Source: an optimization exercise on an open RTL-to-GDS flow (aim: small area, a short achievable clock period and few clock cycles per item). Production flows keep margins and buffers that such runs may drop. RTL that was checked went through simulation tests only; none was proved equivalent to the original.

==> flow/design.v (excerpt) <==
module piccolo128_dec
(
  input  logic         clk,
  input  logic         reset,
  input  logic         start,
  input  logic [127:0] keyin,
  input  logic [63:0]  ciphertext,
  output logic         busy,
  output logic         done,
  output logic [63:0]  plaintext
);
Size: roughly 12000 um^2 of cells after synthesis.
==> flow/config.mk <==
export PLATFORM = sky130hd
export DESIGN_NAME = piccolo128_dec
export DESIGN_NICKNAME = piccolo128_dec
export VERILOG_FILES = /design/flow/design.v
export SDC_FILE = /design/flow/constraint.sdc
export NUM_CORES = 4
export LEC_CHECK = 0
export ABC_AREA = 1
export CAP_MARGIN = 20
export CORE_MARGIN = 2
export CORE_UTILIZATION = 40
export SETUP_SLACK_MARGIN = 3.5
export SLEW_MARGIN = 20
==> flow/constraint.sdc <==
create_clock -name core_clock -period 6.0 [get_ports {clk}]
set_input_delay 1.2000 -clock core_clock [delete_from_list [all_inputs] [get_ports {clk}]]
set_output_delay 1.2000 -clock core_clock [all_outputs]
set_load 0.01 [all_outputs]
standard.sh (not shown) runs the stock make flow with config.mk's settings and CLKGATE_MAP_FILE= SYNTH_SCRIPT=/design/flow/synth_recipe.tcl, a recipe that flattens the netlist after the stock synthesis.
==> flow/flow/run.sh <==
#!/bin/bash
# Standard ORFS layout, except that the port buffers are the smallest
# buffer cell instead of the delay buffer buffer_ports picks on its own.
set -euo pipefail
export BUFFER_PORTS_ARGS="-buffer_cell sky130_fd_sc_hd__buf_1"
bash standard.sh > standard_flow.log 2>&1
The baseline ran to the end with no violations.
Testbench counts at the start, summed over its fixed seeds: cycles 8,440, blocks 256.
Rerun with:
Settings changed: ABC_AREA 1 to unset, CTS_BUF_LIST set to sky130_fd_sc_hd__clkbuf_16, CTS_CLUSTER_SIZE set to 50, SETUP_SLACK_MARGIN 3.5 to 3.25.
After rerunning:
- setup slack is worse by 0.13 ns
- clock-buffer cell count decreases by 4
- routed wire length decreases by 22%
- non-clock buffer count increases by 13
- utilization increases by 0.50 points
Rerun with:
Settings changed: CTS_BUF_LIST sky130_fd_sc_hd__clkbuf_16 to sky130_fd_sc_hd__clkbuf_8, CTS_CLUSTER_SIZE 50 to unset, TNS_END_PERCENT set to 0.
Outcome:
- die area does not change
- core utilization fell by 3.3 points
- global-route usage stays flat
- design area fell by 6.3%
- non-clock buffer count fell by 39
- register-to-register slack loses 0.17 ns
- routed wire length fell by 1.4%
Rerun with:
Settings changed: SETUP_SLACK_MARGIN 3.25 to 3.1, TNS_END_PERCENT 0 to unset.
First-iteration DRC count is lower by about a fifth; clock-buffer cell count stays the same; routed wire length rises slightly; via count is lower slightly; clock skew barely changes; critical path depth stays the same; synthesized area stays the same; global-route usage is about the same; die area stays the same.

* * *

piccolo128_dec, a different RTL version from the one above (not shown whole).
Size: about 940 cells after synthesis, roughly 200 flip-flops, ~260 I/O pins.
==> flow/design.v (excerpt) <==
module piccolo128_dec
(
  input  logic         clk,
  input  logic         reset,
  input  logic         start,
  input  logic [127:0] keyin,
  input  logic [63:0]  ciphertext,
  output logic         busy,
  output logic         done,
  output logic [63:0]  plaintext
);
==> flow/config.mk <==
export PLATFORM = sky130hd
export DESIGN_NAME = piccolo128_dec
export DESIGN_NICKNAME = piccolo128_dec
export VERILOG_FILES = /design/flow/design.v
export SDC_FILE = /design/flow/constraint.sdc
export NUM_CORES = 4
export LEC_CHECK = 0
export CAP_MARGIN = 20
export CORE_MARGIN = 2
export CORE_UTILIZATION = 40
export SETUP_SLACK_MARGIN = 3.25
export SLEW_MARGIN = 20
==> flow/constraint.sdc <==
create_clock -name core_clock -period 6.0 [get_ports {clk}]
set_input_delay 1.2000 -clock core_clock [delete_from_list [all_inputs] [get_ports {clk}]]
set_output_delay 1.2000 -clock core_clock [all_outputs]
set_load 0.01 [all_outputs]
Scripts as last shown in full above: flow/flow/run.sh
The baseline finished with timing, DRC and antenna clean.
Testbench counts at the start, summed over its fixed seeds: cycles 8,440, blocks 256.
Edit:
- SETUP_SLACK_MARGIN: 3.25 -> 3.15
Result:
- design area decreases slightly
- area after synthesis does not change
- hold slack is better by 0.0036 ns
- non-clock buffer count came out lower by 16
- worst setup slack gets worse by 0.071 ns

* * *

== v17 ==
RTL: one of the versions met above, not the one the previous note started from.
Size in the first run: ~990 cells after synthesis, about 200 flip-flops, roughly 260 I/O pins, about 11000 um^2 of cells after synthesis.
==> flow/design.v (excerpt) <==
module piccolo128_dec
(
  input  logic         clk,
  input  logic         reset,
  input  logic         start,
  input  logic [127:0] keyin,
  input  logic [63:0]  ciphertext,
  output logic         busy,
  output logic         done,
  output logic [63:0]  plaintext
);
export LEC_CHECK = 0
export CAP_MARGIN = 20
export CORE_MARGIN = 2
export CORE_UTILIZATION = 40
export CTS_BUF_LIST = sky130_fd_sc_hd__clkbuf_8
export SETUP_SLACK_MARGIN = 3.4
export SLEW_MARGIN = 20
create_clock -name core_clock -period 6.0 [get_ports {clk}]
Scripts as last shown in full above: flow/flow/run.sh
Testbench counts of v17, summed over its fixed seeds: cycles 8,440, blocks 256.
Changes in v11 relative to v17:
Settings: PLACE_DENSITY: unset -> 0.75; SETUP_SLACK_MARGIN: 3.4 -> 3.25.
Notes after the runs:
| non-clock buffer count | v11 vs v17 | about 13% lower |. Compared with v17, in v11 clock input transition at the sequential cells of the worst setup and hold paths closely matched the old numbers; via count down about 1.2%.
Setup changes, v11 to v56
Settings: a deleted CTS_BUF_LIST that had been sky130_fd_sc_hd__clkbuf_8; a change of CORE_UTILIZATION from 40 to 60; a change of SETUP_SLACK_MARGIN from 3.25 to 3.0; a deleted PLACE_DENSITY that had been 0.75.
Notes after the runs:
- Area used by multi-input combinational logic came out lower on v56 than on v11.
- met2 track demand over resource came out higher on v56 than on v11.
- Compared with v11, in v56 horizontal extent of the die lost about 18%.
- [v56 vs v11] post-layout instance area: lower in v56
- | arrival time at the worst endpoint | lower: v56 |
## Diff of input files: v20 against v56
Settings: putting ABC_AREA at 1 where nothing was set; swapping 60 for 40 in CORE_UTILIZATION; swapping 3.0 for 3.8 in SETUP_SLACK_MARGIN.
[summary]
- On first-pass GRT wire length, the lower figure sits with v56, not v20.
- | number of gates resized after CTS | lower: v56 |
- Of v56 and v20, the higher met3 track utilization from global routing belongs to v20.
- Wire: v20 routes more than v56
- Multi-input logic portion of the cell area ended up 0.38 points lower on v20 than on v56.
- Critical path depth: v56 and v20 compared, higher one is v20
- Half-perimeter wire length of the detailed placement result was higher in v20 than in v56.
- Cmp v20 vs v56: die area higher in v20

* * *

piccolo128_dec, a different RTL version from the one above (not shown whole).
Size in the first run: about 940 cells after synthesis, roughly 200 flip-flops, about 260 I/O pins.
Settings: LEC_CHECK=0, CAP_MARGIN=20, CORE_MARGIN=2, CORE_UTILIZATION=40, SETUP_SLACK_MARGIN=2.5, SLEW_MARGIN=20; clock period 6.0 ns.
Scripts as last shown in full above: flow/flow/run.sh
Testbench counts at the start, summed over its fixed seeds: cycles 8,440, blocks 256.
==> next run, changes <==
- SETUP_SLACK_MARGIN: 2.5 -> 4.0
=> The changed run finished with timing, DRC and antenna clean; routed wire length goes up by 18%; worst hold slack gets better by 0.034 ns; final area goes up by 31%; global-route usage goes up by 3.5 points; clock skew hardly moves; worst setup slack gets better by 0.52 ns.
==> next run, changes <==
- SETUP_SLACK_MARGIN: 4.0 -> 3.0
Wire length shrinks by 12%.
Global-route usage shrinks by 3.4 points.
Sequential share of layout area grows by 6.4 points.
Sequential cell count stays the same.
Clock skew shrinks by 0.0049 ns.
==> next run, changes <==
- SETUP_SLACK_MARGIN: 3.0 -> 3.5
Area after synthesis stays the same.
Non-clock buffer count climbs by 101.
Critical path depth goes up by 1.
Worst setup slack gets better by 0.15 ns.
Die area is unchanged.
Routed wire length came out higher by 7.8%.
==> next run, changes <==
==> flow/run.sh (new file) <==
#!/bin/bash
# synth_recipe.tcl (not shown) runs the flow's synth.tcl, then flattens the netlist and writes it again
# the make line also repeats each setting of config.mk as NAME=value (left out here)
make -C /OpenROAD-flow-scripts/flow DESIGN_CONFIG=/design/flow/config.mk WORK_HOME=/design/flow/orfs CLKGATE_MAP_FILE= SYNTH_SCRIPT=/design/flow/synth_recipe.tcl finish
- SETUP_SLACK_MARGIN: 3.5 -> 3.0
removed: flow/flow/run.sh
removed: flow/standard.sh
Outcome: Via count falls by 7.1%; worst hold slack loses 0.089 ns; first-iteration DRC count falls by 18%.

* * *

## north
piccolo128_dec, a different RTL version from the one above (not shown whole).
Size: ~900 cells after synthesis, about 200 flip-flops, about 260 I/O pins, about 11,000 um2 of cells after synthesis.
Settings: LEC_CHECK=0, CAP_MARGIN=20, CORE_MARGIN=2, CORE_UTILIZATION=40, SLEW_MARGIN=20; clock period 6.0 ns.
run.sh (not shown) runs the stock make flow with config.mk's settings and CLKGATE_MAP_FILE= SYNTH_SCRIPT=/design/flow/synth_recipe.tcl, a recipe that flattens the netlist after the stock synthesis.
Stock flow here: none of the scripts above is used.
Changes in south relative to north:
- SETUP_SLACK_MARGIN now 3.0, previously not set
### Flow results
- Against north as the reference, south delivers a higher area of combinational cells with multiple inputs.
- In the reports for south and north, the smaller final worst setup slack belongs to north.
- Both conditions hold for south: the flow ran to the end and the final layout passed the timing, DRC and antenna checks.
- Between south and north, the share of the clock period used by the worst path is higher for north.
- On worst reg-to-reg setup slack: between south and north, it ends up lower for north.
- Going from north to south, fmax increased 23%, critical path depth rose by 1, setup slack at placement dropped 0.058 ns.
- Compared with north, south shows a higher multi-input logic portion of the cell area.
No run of this note included a check of the RTL's function; only the layout flow was run.

* * *

The RTL this note starts from:
==> flow/design.v <==
`default_nettype none
package piccolo_pkg;
  function automatic logic [3:0] sbox(input logic [3:0] x);
    logic t0, t1, t2, t3;
    t0 = x[0] ^ ~(x[2] | x[3]);
    t3 = x[3] ^ ~(x[1] | x[2]);
    t2 = x[2] ^ ~(t0 | x[1]);
    t1 = x[1] ^ ~(t0 | t3);
    sbox = {t0, t3, ~t2, t1};
  endfunction
  function automatic logic [3:0] mul2(input logic [3:0] a);
    mul2 = {a[2:0], 1'b0} ^ (a[3] ? 4'h3 : 4'h0);
  endfunction
  function automatic logic [3:0] mul3(input logic [3:0] a);
    mul3 = mul2(a) ^ a;
  endfunction
  function automatic logic [15:0] mix_m(input logic [15:0] a);
    logic [3:0] a0, a1, a2, a3, d0, d1, d2, d3;
    a0 = a[15:12]; a1 = a[11:8]; a2 = a[7:4]; a3 = a[3:0];
    d0 = a0 ^ a1; d1 = a1 ^ a2; d2 = a2 ^ a3; d3 = a3 ^ a0;
    mix_m = {mul2(d0) ^ (a1 ^ d2),
             mul2(d1) ^ (a2 ^ d3),
             mul2(d2) ^ (a3 ^ d0),
             mul2(d3) ^ (a0 ^ d1)};
  endfunction
  function automatic logic [15:0] f_func(input logic [15:0] v);
    logic [15:0] a, m;
    a = {sbox(v[15:12]), sbox(v[11:8]), sbox(v[7:4]), sbox(v[3:0])};
    m = mix_m(a);
    f_func = {sbox(m[15:12]), sbox(m[11:8]), sbox(m[7:4]), sbox(m[3:0])};
  endfunction
  function automatic logic [31:0] con128(input logic [4:0] c);
    con128 = {c, 5'd0, c, 2'b00, c, 5'd0, c} ^ 32'h6547a98b;
  endfunction
  localparam logic [31:0] KS_E1 = 32'h53ac53ac;
  localparam logic [31:0] KS_E0 = 32'hc53ac53a;
  localparam logic [31:0] KS_O1 = 32'hac6ac6ac;
  localparam logic [31:0] KS_O0 = 32'h6ac6ac6a;
  function automatic logic [3:0] ksel(input logic [4:0] c);
    ksel = {KS_E1[c], KS_E0[c], KS_O1[c], KS_O0[c]};
  endfunction
  function automatic logic [63:0] rp_inv(input logic [63:0] v);
    rp_inv = {v[15:8], v[39:32], v[63:56], v[23:16], v[47:40], v[7:0], v[31:24], v[55:48]};
  endfunction
  function automatic logic [63:0] rp(input logic [63:0] v);
    rp = {v[47:40], v[7:0], v[31:24], v[55:48], v[15:8], v[39:32], v[63:56], v[23:16]};
  endfunction
endpackage
`default_nettype wire
`default_nettype none
module piccolo_round
(
  input  logic [63:0] x,
  input  logic [15:0] rk0,
  input  logic [15:0] rk1,
  output logic [63:0] y
);
  assign y = {x[63:48], x[47:32] ^ piccolo_pkg::f_func(x[63:48]) ^ rk0,
              x[31:16], x[15:0]  ^ piccolo_pkg::f_func(x[31:16]) ^ rk1};
endmodule
`default_nettype wire
`default_nettype none
module piccolo128_dec
(
  input  logic         clk,
  input  logic         reset,
  input  logic         start,
  input  logic [127:0] keyin,
  input  logic [63:0]  ciphertext,
  output logic         busy,
  output logic         done,
  output logic [63:0]  plaintext
);
  logic [127:0] r_key;
  logic [63:0]  r_s;
  logic [4:0]   r_c;           
  logic [15:0]  w_kin [8];
  logic [15:0]  w_k   [8];
  logic [3:0]   w_ksel;
  logic [31:0]  w_con;
  logic [15:0]  w_rk0, w_rk1;
  logic [63:0]  w_rnd;
  always_comb begin
    for (int j = 0; j < 8; j++) begin
      w_kin[j] = keyin[127-16*j -: 16];
      w_k[j]   = r_key[127-16*j -: 16];
    end
  end
  assign w_ksel = piccolo_pkg::ksel(r_c);
  assign w_con  = piccolo_pkg::con128(r_c);
  assign w_rk0  = w_k[{w_ksel[3:2], 1'b0}] ^ w_con[31:16];
  assign w_rk1  = w_k[{w_ksel[1:0], 1'b1}] ^ w_con[15:0];
  piccolo_round u_round (
    .x   (r_s),
    .rk0 (w_rk0),
    .rk1 (w_rk1),
    .y   (w_rnd)
  );
  assign plaintext = piccolo_pkg::rp(r_s) ^
                     {w_k[0][15:8], w_k[1][7:0], 16'h0, w_k[1][15:8], w_k[0][7:0], 16'h0};
  always_ff @(posedge clk) begin
    if (!busy) begin
      r_key <= keyin;
      r_s   <= ciphertext ^ {w_kin[4][15:8], w_kin[7][7:0], 16'h0,
                             w_kin[7][15:8], w_kin[4][7:0], 16'h0};
      r_c   <= 5'd31;
    end else begin
      r_s   <= piccolo_pkg::rp_inv(w_rnd);
      r_c   <= r_c - 5'd1;
    end
  end
  always_ff @(posedge clk) begin
    if (reset) begin
      busy <= 1'b0;
      done <= 1'b0;
    end else begin
      done <= busy && (r_c == 5'd1);
      if (!busy) busy <= start && !done;
      else if (r_c == 5'd1) busy <= 1'b0;
    end
  end
endmodule
`default_nettype wire
==> flow/config.mk <==
export PLATFORM = sky130hd
export DESIGN_NAME = piccolo128_dec
export DESIGN_NICKNAME = piccolo128_dec
export VERILOG_FILES = /design/flow/design.v
export SDC_FILE = /design/flow/constraint.sdc
export NUM_CORES = 4
export LEC_CHECK = 0
export CAP_MARGIN = 20
export CORE_MARGIN = 2
export CORE_UTILIZATION = 50
export SETUP_SLACK_MARGIN = 3.1
export SLEW_MARGIN = 20
==> flow/constraint.sdc <==
create_clock -name core_clock -period 6.0 [get_ports {clk}]
set_input_delay 1.2000 -clock core_clock [delete_from_list [all_inputs] [get_ports {clk}]]
set_output_delay 1.2000 -clock core_clock [all_outputs]
set_load 0.01 [all_outputs]
standard.sh (not shown) runs the stock make flow with config.mk's settings and CLKGATE_MAP_FILE= SYNTH_SCRIPT=/design/flow/synth_recipe.tcl, a recipe that flattens the netlist after the stock synthesis.
==> flow/flow/run.sh <==
#!/bin/bash
# Standard ORFS layout, except that the port buffers are the smallest
# buffer cell instead of the delay buffer buffer_ports picks on its own.
set -euo pipefail
export BUFFER_PORTS_ARGS="-buffer_cell sky130_fd_sc_hd__buf_1"
bash standard.sh > standard_flow.log 2>&1
The first run passed the timing, DRC and antenna checks.
Testbench counts at the start, summed over its fixed seeds: cycles 8,440, blocks 256.
Rerun with:
--- a/flow/config.mk
+++ b/flow/config.mk
@@ -8,5 +8,6 @@
 export CAP_MARGIN = 20
 export CORE_MARGIN = 2
-export CORE_UTILIZATION = 50
-export SETUP_SLACK_MARGIN = 3.1
+export CORE_UTILIZATION = 40
+export CTS_BUF_LIST = sky130_fd_sc_hd__clkbuf_8
+export SETUP_SLACK_MARGIN = 3.25
 export SLEW_MARGIN = 20
Result: Count of clock-buffer cells in the layout drops by 1; via count climbs by 2.3%; setup slack gets better by 100 ps.
Rerun with:
--- a/flow/config.mk
+++ b/flow/config.mk
@@ -9,5 +9,4 @@
 export CORE_MARGIN = 2
 export CORE_UTILIZATION = 40
-export CTS_BUF_LIST = sky130_fd_sc_hd__clkbuf_8
-export SETUP_SLACK_MARGIN = 3.25
+export SETUP_SLACK_MARGIN = 3.0
 export SLEW_MARGIN = 20
Worst hold slack barely changes.
Count of clock-buffer cells in the layout does not change.
Clock skew decreases by 5.8 ps.
Cell count decreases by about 3.4%.
Wire length decreases by about 1.9%.
Non-clock buffer count decreases by 54.
Global-route usage decreases by 0.11 points.
Via count decreases by 2.2%.
Die area stays the same.
Rerun with:
--- a/flow/config.mk
+++ b/flow/config.mk
@@ -9,4 +9,4 @@
 export CORE_MARGIN = 2
 export CORE_UTILIZATION = 40
-export SETUP_SLACK_MARGIN = 3.0
+export SETUP_SLACK_MARGIN = 3.1
 export SLEW_MARGIN = 20
Outcome: Die area does not change. Worst hold slack is better by 28 ps. First-iteration DRC count came out higher by 4.0%. Register-to-register slack is better by 70 ps.

re-timing with driven ports:
The results above use ideal ports. As a check the final layouts listed here were re-extracted and re-timed, cells and wires unchanged.
Step 1: set_driving_cell puts a clkbuf_16 on clk and a buf_2 on each other input, an assumption about the parent block.
Step 2, shift: input delay + t, output delay - t, t = (earliest + latest rising clock arrival at the registers) / 2. This alone moves slack from input paths to output paths.
a / b / c = ideal / step 1 / step 2; a / b = the first two.
| run | t, ns | setup slack, ns | worst setup path after step 2 | worst register clock-pin slew, ns |
|---|---|---|---|---|
| the first run of note 1 | 0.492 | 3.461 / 3.461 / 3.461 | register to register | 0.08 / 0.08 |
| the second run of note 1 | 0.486 | 3.327 / 3.327 / 3.327 | register to register | 0.08 / 0.08 |
| the third run of note 1 | 0.525 | 3.160 / 3.160 / 3.160 | register to register | 0.12 / 0.12 |
| the fourth run of note 1 | 0.527 | 3.175 / 3.175 / 3.175 | register to register | 0.12 / 0.12 |
| the first run of note 2 | 0.486 | 3.245 / 3.245 / 3.245 | register to register | 0.08 / 0.08 |
| the second run of note 2 | 0.491 | 3.175 / 3.175 / 3.175 | register to register | 0.08 / 0.08 |
| v17 | 0.510 | 3.257 / 3.257 / 3.257 | register to register | 0.12 / 0.12 |
| v11 | 0.544 | 3.252 / 3.252 / 3.252 | register to register | 0.12 / 0.12 |
| v56 | 0.495 | 3.097 / 3.048 / 3.106 | register to register | 0.09 / 0.09 |
| v20 | 0.494 | 3.549 / 3.549 / 3.549 | register to register | 0.08 / 0.08 |
| the first run of note 4 | 0.491 | 2.616 / 2.616 / 2.616 | register to register | 0.09 / 0.09 |
| the second run of note 4 | 0.493 | 3.133 / 3.133 / 3.133 | register to register | 0.09 / 0.09 |
| the third run of note 4 | 0.482 | 3.084 / 3.084 / 3.084 | register to register | 0.08 / 0.08 |
| the fourth run of note 4 | 0.493 | 3.234 / 3.234 / 3.234 | register to register | 0.08 / 0.08 |
| the fifth run of note 4 | 0.485 | 3.092 / 3.061 / 3.092 | register to register | 0.08 / 0.08 |
| north | 0.499 | 2.321 / 2.321 / 2.321 | register to register | 0.09 / 0.09 |
| south | 0.495 | 3.011 / 2.972 / 3.011 | register to register | 0.09 / 0.09 |
| the first run of note 6 | 0.478 | 3.150 / 3.150 / 3.150 | register to register | 0.08 / 0.08 |
| the second run of note 6 | 0.518 | 3.250 / 3.250 / 3.250 | register to register | 0.12 / 0.12 |
| the third run of note 6 | 0.498 | 3.121 / 3.121 / 3.121 | register to register | 0.09 / 0.09 |
| the fourth run of note 6 | 0.492 | 3.190 / 3.190 / 3.190 | register to register | 0.09 / 0.09 |
After both steps setup and hold are still met in every run listed.
